What follows belongs to an exercise in optimizing a design on an open flow for small area and few clock cycles per item; a production flow would make more cautious choices.
Function was checked by simulation only, so behaviour that the tests miss may differ from the original.

==> flow/design.v <==
`default_nettype none
package deq_pkg;
   localparam int WORD_W   = 64;
   localparam int FUNC_W   = 3;
   localparam int STATUS_W = 2;
   typedef enum logic [FUNC_W-1:0] {
      FUNC_PUSH_BACK  = 3'd0,
      FUNC_PUSH_FRONT = 3'd1,
      FUNC_POP_FRONT  = 3'd2,
      FUNC_POP_BACK   = 3'd3,
      FUNC_REVERSE    = 3'd4,
      FUNC_QUERY      = 3'd5
   } func_type;
   typedef enum logic [STATUS_W-1:0] {
      STATUS_OK    = 2'd0,
      STATUS_EMPTY = 2'd1,
      STATUS_FULL  = 2'd2
   } status_type;
endpackage : deq_pkg
`default_nettype wire
`default_nettype none
import deq_pkg::*;
module double_ended_queue
#(
   parameter int DEPTH = 16
) (
   input  wire                          clock,
   input  wire                          reset,
   input  wire                          start,
   output logic                         busy,
   input  wire  [FUNC_W-1:0]            req_func,
   input  wire  [WORD_W-1:0]            req_value,
   output logic                         rsp_valid,
   output logic [STATUS_W-1:0]          rsp_status,
   output logic [WORD_W-1:0]            rsp_front_value,
   output logic [WORD_W-1:0]            rsp_back_value,
   output logic [$clog2(DEPTH+1)-1:0]   rsp_count,
   output logic                         rsp_is_empty
);
   localparam int RING  = DEPTH - 2;           
   localparam int IDX_W = $clog2(RING);
   localparam int CNT_W = $clog2(DEPTH + 1);
   function automatic logic [IDX_W-1:0] ring_step(input logic [IDX_W-1:0] i,
                                                  input logic up);
      if (up) ring_step = (i == IDX_W'(RING - 1)) ? '0 : IDX_W'(i + 1'b1);
      else    ring_step = (i == '0) ? IDX_W'(RING - 1) : IDX_W'(i - 1'b1);
   endfunction
   logic [WORD_W-1:0]    front_ff, back_ff;
   logic [IDX_W-1:0]     rf_ff, rf_in;      
   logic [IDX_W-1:0]     rb_ff, rb_in;      
   logic [CNT_W-1:0]     count_ff, count_in;
   logic                 rev_ff, rev_in;    
   logic [WORD_W-1:0]    ring_mem [RING];
   logic                 wr_en;
   logic [IDX_W-1:0]     wr_addr;
   logic [WORD_W-1:0]    wr_data;
   logic                 rd_en;
   logic [IDX_W-1:0]     rd_addr;
   logic                 rsp_valid_ff;
   deq_pkg::status_type  status_ff, status_in;
   logic                 front_en, back_en;     
   logic                 front_oth, back_oth;   
   logic                 val_sel;               
   logic                 take;
   logic                 is_empty, is_one, is_two, is_full;
   logic [IDX_W-1:0]     f_out, f_inw, b_out, b_inw;
   assign busy = 1'b0;
   assign take = start & ~reset;
   assign is_empty = (count_ff == CNT_W'(0));
   assign is_one   = (count_ff == CNT_W'(1));
   assign is_two   = (count_ff == CNT_W'(2));
   assign is_full  = (count_ff == CNT_W'(DEPTH));
   assign f_out    = ring_step(rf_ff,  rev_ff);
   assign f_inw    = ring_step(rf_ff, ~rev_ff);
   assign b_out    = ring_step(rb_ff, ~rev_ff);
   assign b_inw    = ring_step(rb_ff,  rev_ff);
   always_comb begin
      rf_in     = rf_ff;
      rb_in     = rb_ff;
      count_in  = count_ff;
      rev_in    = rev_ff;
      status_in = STATUS_OK;
      front_en  = 1'b0;
      back_en   = 1'b0;
      front_oth = 1'b0;
      back_oth  = 1'b0;
      val_sel   = 1'b0;
      wr_en     = 1'b0;
      wr_addr   = req_func[0] ? f_out : b_out;
      rd_en     = 1'b0;
      rd_addr   = req_func[0] ? rb_ff : rf_ff;
      case (req_func)
         FUNC_PUSH_BACK, FUNC_PUSH_FRONT: begin
            if (is_full) begin
               status_in = STATUS_FULL;
            end else begin
               count_in = CNT_W'(count_ff + 1'b1);
               wr_en    = ~is_empty & ~is_one;
               val_sel  = 1'b1;
               if (req_func[0]) begin
                  front_en = 1'b1;
                  back_en  = is_empty;
                  if (wr_en) rf_in = f_out;
               end else begin
                  back_en  = 1'b1;
                  front_en = is_empty;
                  if (wr_en) rb_in = b_out;
               end
            end
         end
         FUNC_POP_FRONT, FUNC_POP_BACK: begin
            if (is_empty) begin
               status_in = STATUS_EMPTY;
            end else begin
               count_in = CNT_W'(count_ff - 1'b1);
               rd_en    = ~is_one & ~is_two;
               if (req_func[0]) begin
                  back_en  = 1'b1;
                  back_oth = is_two;
                  front_en = is_one;
                  if (rd_en) rb_in = b_inw;
               end else begin
                  front_en  = 1'b1;
                  front_oth = is_two;
                  back_en   = is_one;
                  if (rd_en) rf_in = f_inw;
               end
            end
         end
         FUNC_REVERSE: begin
            if (is_empty) begin
               status_in = STATUS_EMPTY;
            end else begin
               rev_in    = ~rev_ff;
               rf_in     = rb_ff;
               rb_in     = rf_ff;
               front_en  = 1'b1;
               back_en   = 1'b1;
               front_oth = 1'b1;
               back_oth  = 1'b1;
            end
         end
         default: begin
         end
      endcase
      if (!take) begin
         front_en = 1'b0;
         back_en  = 1'b0;
         wr_en    = 1'b0;
         rd_en    = 1'b0;
         val_sel  = 1'b0;
      end
      if (reset) begin
         front_en  = 1'b1;
         back_en   = 1'b1;
         front_oth = 1'b0;
         back_oth  = 1'b0;
      end
   end
   logic [RING:0]        bus_sel;
   logic [WORD_W-1:0]    front_d, back_d;
   always_comb begin
      for (int i = 0; i < RING; i++) bus_sel[i] = rd_en && rd_addr == IDX_W'(i);
      bus_sel[RING] = val_sel;
   end
   for (genvar b = 0; b < WORD_W; b++) begin : g_wr
      deq_ao22 u_wr (.a1(req_func[0]), .a2(front_ff[b]),
                     .b1(~req_func[0]), .b2(back_ff[b]), .y(wr_data[b]));
   end
   for (genvar b = 0; b < WORD_W; b++) begin : g_bit
      logic [RING:0] bus_in;
      for (genvar i = 0; i < RING; i++) begin : g_in
         assign bus_in[i] = ring_mem[i][b];
      end
      assign bus_in[RING] = req_value[b];
      deq_load_bit #(.N(RING + 1)) u_load (
         .sel(bus_sel), .d(bus_in),
         .front_oth(front_oth), .back_oth(back_oth),
         .front_q(front_ff[b]), .back_q(back_ff[b]),
         .front_d(front_d[b]), .back_d(back_d[b])
      );
   end
   always_ff @(posedge clock) begin
      if (reset) begin
         rf_ff        <= '0;
         rb_ff        <= IDX_W'(RING - 1);
         count_ff     <= '0;
         rev_ff       <= 1'b0;
         rsp_valid_ff <= 1'b0;
      end else begin
         rsp_valid_ff <= take;
         if (take) begin
            rf_ff    <= rf_in;
            rb_ff    <= rb_in;
            count_ff <= count_in;
            rev_ff   <= rev_in;
         end
      end
      if (take) status_ff <= status_in;
      if (front_en) front_ff <= front_d;
      if (back_en)  back_ff  <= back_d;
   end
   always_ff @(posedge clock) begin
      if (wr_en) ring_mem[wr_addr] <= wr_data;
   end
   assign rsp_valid       = rsp_valid_ff;
   assign rsp_status      = status_ff;
   assign rsp_front_value = front_ff;
   assign rsp_back_value  = back_ff;
   assign rsp_count       = count_ff;
   assign rsp_is_empty    = is_empty;
endmodule
module deq_load_bit
#(
   parameter int N = 15
) (
   input  wire  [N-1:0] sel,
   input  wire  [N-1:0] d,
   input  wire          front_oth,
   input  wire          back_oth,
   input  wire          front_q,
   input  wire          back_q,
   output logic         front_d,
   output logic         back_d
);
   logic [4:0] grp_n;     
   logic       lo, hi;    
   for (genvar g = 0; g < 5; g++) begin : g_grp
      deq_aoi222 u_aoi (
         .a1(sel[3*g]),   .a2(d[3*g]),
         .b1(sel[3*g+1]), .b2(d[3*g+1]),
         .c1(sel[3*g+2]), .c2(d[3*g+2]),
         .y(grp_n[g])
      );
   end
   deq_nand3 u_lo (.a(grp_n[0]), .b(grp_n[1]), .c(grp_n[2]), .y(lo));
   deq_nand2 u_hi (.a(grp_n[3]), .b(grp_n[4]), .y(hi));
   deq_ao211 u_front (.a1(front_oth), .a2(back_q),  .b(lo), .c(hi), .y(front_d));
   deq_ao211 u_back  (.a1(back_oth),  .a2(front_q), .b(lo), .c(hi), .y(back_d));
endmodule
module deq_aoi222 (
   input  wire  a1, a2, b1, b2, c1, c2,
   output logic y
);
   assign y = ~((a1 & a2) | (b1 & b2) | (c1 & c2));
endmodule
module deq_nand3 (
   input  wire  a, b, c,
   output logic y
);
   assign y = ~(a & b & c);
endmodule
module deq_nand2 (
   input  wire  a, b,
   output logic y
);
   assign y = ~(a & b);
endmodule
module deq_ao22 (
   input  wire  a1, a2, b1, b2,
   output logic y
);
   assign y = (a1 & a2) | (b1 & b2);
endmodule
module deq_ao211 (
   input  wire  a1, a2, b, c,
   output logic y
);
   assign y = (a1 & a2) | b | c;
endmodule
clock: 5.0 ns
lec_check: 0
cap_margin: 20
core_margin: 2
core_utilization: 65
slew_margin: 20
synth_hierarchical: 1
synth_minimum_keep_size: 0
standard.sh (not shown) runs the stock make flow with config.mk's settings and CLKGATE_MAP_FILE= SYNTH_SCRIPT=/design/flow/synth_recipe.tcl, a recipe that flattens the netlist after the stock synthesis.
==> flow/flow/run.sh <==
#!/bin/bash
# Standard layout (standard.sh) with two changes: ports get the smallest
# buffer (buf_1), and the clock tree is built from clkbuf_8 buffers with
# clusters of up to 18 sinks and no dummy loads.
set -euo pipefail
export BUFFER_PORTS_ARGS="-buffer_cell sky130_fd_sc_hd__buf_1"
export CTS_ARGS="-sink_clustering_enable -repair_clock_nets -dont_use_dummy_load -buf_list sky130_fd_sc_hd__clkbuf_8 -sink_clustering_size 18 -sink_clustering_max_diameter 55"
bash standard.sh > standard.log 2>&1
Testbench counts at the start, summed over its fixed seeds: cycles 24,000, items 24,000.
Change:
--- a/flow/design.v
+++ b/flow/design.v
@@ -60,54 +60,57 @@
    deq_pkg::status_type  status_ff, status_in;
    logic                 front_en, back_en;     
    logic                 front_oth, back_oth;   
    logic                 val_sel;               
    logic                 take;
    logic                 is_empty, is_one, is_two, is_full;
-   logic [IDX_W-1:0]     f_out, f_inw, b_out, b_inw;
+   logic                 act_front;    
+   logic                 act_up;       
+   logic [IDX_W-1:0]     act_ptr;      
+   logic [IDX_W-1:0]     act_next;     
    assign busy = 1'b0;
    assign take = start & ~reset;
    assign is_empty = (count_ff == CNT_W'(0));
    assign is_one   = (count_ff == CNT_W'(1));
    assign is_two   = (count_ff == CNT_W'(2));
    assign is_full  = (count_ff == CNT_W'(DEPTH));
-   assign f_out    = ring_step(rf_ff,  rev_ff);
-   assign f_inw    = ring_step(rf_ff, ~rev_ff);
-   assign b_out    = ring_step(rb_ff, ~rev_ff);
-   assign b_inw    = ring_step(rb_ff,  rev_ff);
+   assign act_front = req_func[0] ^ req_func[1];
+   assign act_up    = ~(rev_ff ^ req_func[1] ^ act_front);
+   assign act_ptr   = act_front ? rf_ff : rb_ff;
+   assign act_next  = ring_step(act_ptr, act_up);
    always_comb begin
       rf_in     = rf_ff;
       rb_in     = rb_ff;
       count_in  = count_ff;
       rev_in    = rev_ff;
       status_in = STATUS_OK;
       front_en  = 1'b0;
       back_en   = 1'b0;
       front_oth = 1'b0;
       back_oth  = 1'b0;
       val_sel   = 1'b0;
       wr_en     = 1'b0;
-      wr_addr   = req_func[0] ? f_out : b_out;
+      wr_addr   = act_next;
       rd_en     = 1'b0;
-      rd_addr   = req_func[0] ? rb_ff : rf_ff;
+      rd_addr   = act_ptr;
       case (req_func)
          FUNC_PUSH_BACK, FUNC_PUSH_FRONT: begin
             if (is_full) begin
                status_in = STATUS_FULL;
             end else begin
                count_in = CNT_W'(count_ff + 1'b1);
                wr_en    = ~is_empty & ~is_one;
                val_sel  = 1'b1;
                if (req_func[0]) begin
                   front_en = 1'b1;
                   back_en  = is_empty;
-                  if (wr_en) rf_in = f_out;
+                  if (wr_en) rf_in = act_next;
                end else begin
                   back_en  = 1'b1;
                   front_en = is_empty;
-                  if (wr_en) rb_in = b_out;
+                  if (wr_en) rb_in = act_next;
                end
             end
          end
          FUNC_POP_FRONT, FUNC_POP_BACK: begin
             if (is_empty) begin
                status_in = STATUS_EMPTY;
@@ -115,18 +118,18 @@
                count_in = CNT_W'(count_ff - 1'b1);
                rd_en    = ~is_one & ~is_two;
                if (req_func[0]) begin
                   back_en  = 1'b1;
                   back_oth = is_two;
                   front_en = is_one;
-                  if (rd_en) rb_in = b_inw;
+                  if (rd_en) rb_in = act_next;
                end else begin
                   front_en  = 1'b1;
                   front_oth = is_two;
                   back_en   = is_one;
-                  if (rd_en) rf_in = f_inw;
+                  if (rd_en) rf_in = act_next;
                end
             end
          end
          FUNC_REVERSE: begin
             if (is_empty) begin
                status_in = STATUS_EMPTY;
@@ -193,13 +196,13 @@
             rf_ff    <= rf_in;
             rb_ff    <= rb_in;
             count_ff <= count_in;
             rev_ff   <= rev_in;
          end
       end
-      if (take) status_ff <= status_in;
+      status_ff <= status_in;    
       if (front_en) front_ff <= front_d;
       if (back_en)  back_ff  <= back_d;
    end
    always_ff @(posedge clock) begin
       if (wr_en) ring_mem[wr_addr] <= wr_data;
    end
The changed run finished with timing, DRC and antenna clean.
Flip-flop and latch count is unchanged.
Hold slack got worse by 64 ps.
Design area falls by 0.32%.
Setup slack improved by 150 ps.
Global-route usage falls by 0.81 points.
Fmax rises by 3.8%.
Cell count falls by 1.8%.
Testbench counts after the change, summed over its fixed seeds: cycles 24,000, items 24,000.

==> port drivers added, routing unchanged <==
Ports are ideal in the flow. The routed layouts listed here were re-timed in OpenROAD.
Step 1 assumes that a clkbuf_16 drives the clock port and a buf_2 every other input.
Step 2 moves the port delays by t, midway between the first and last clock arrival at a register: inputs arrive t later, outputs are due t later. That takes back most of the time a late clock gives input paths.
a / b / c = ideal ports / drivers / drivers and shift; a / b = the first two.
| run | shift t [ns] | slack for setup (ns) | worst setup path at the end | worst slew at a driven data input, ns |
|---|---|---|---|---|
| the first run | 0.713 | 0.886 / 0.886 / 0.653 | input to register | 0.13 |
| the second run | 0.730 | 1.037 / 1.037 / 0.364 | input to register | 0.06 |
After both steps setup and hold are still met in every run listed. For the second run, which loses most, drivers alone change the setup slack by 0.000 ns; drivers and shift together by -0.673 ns.
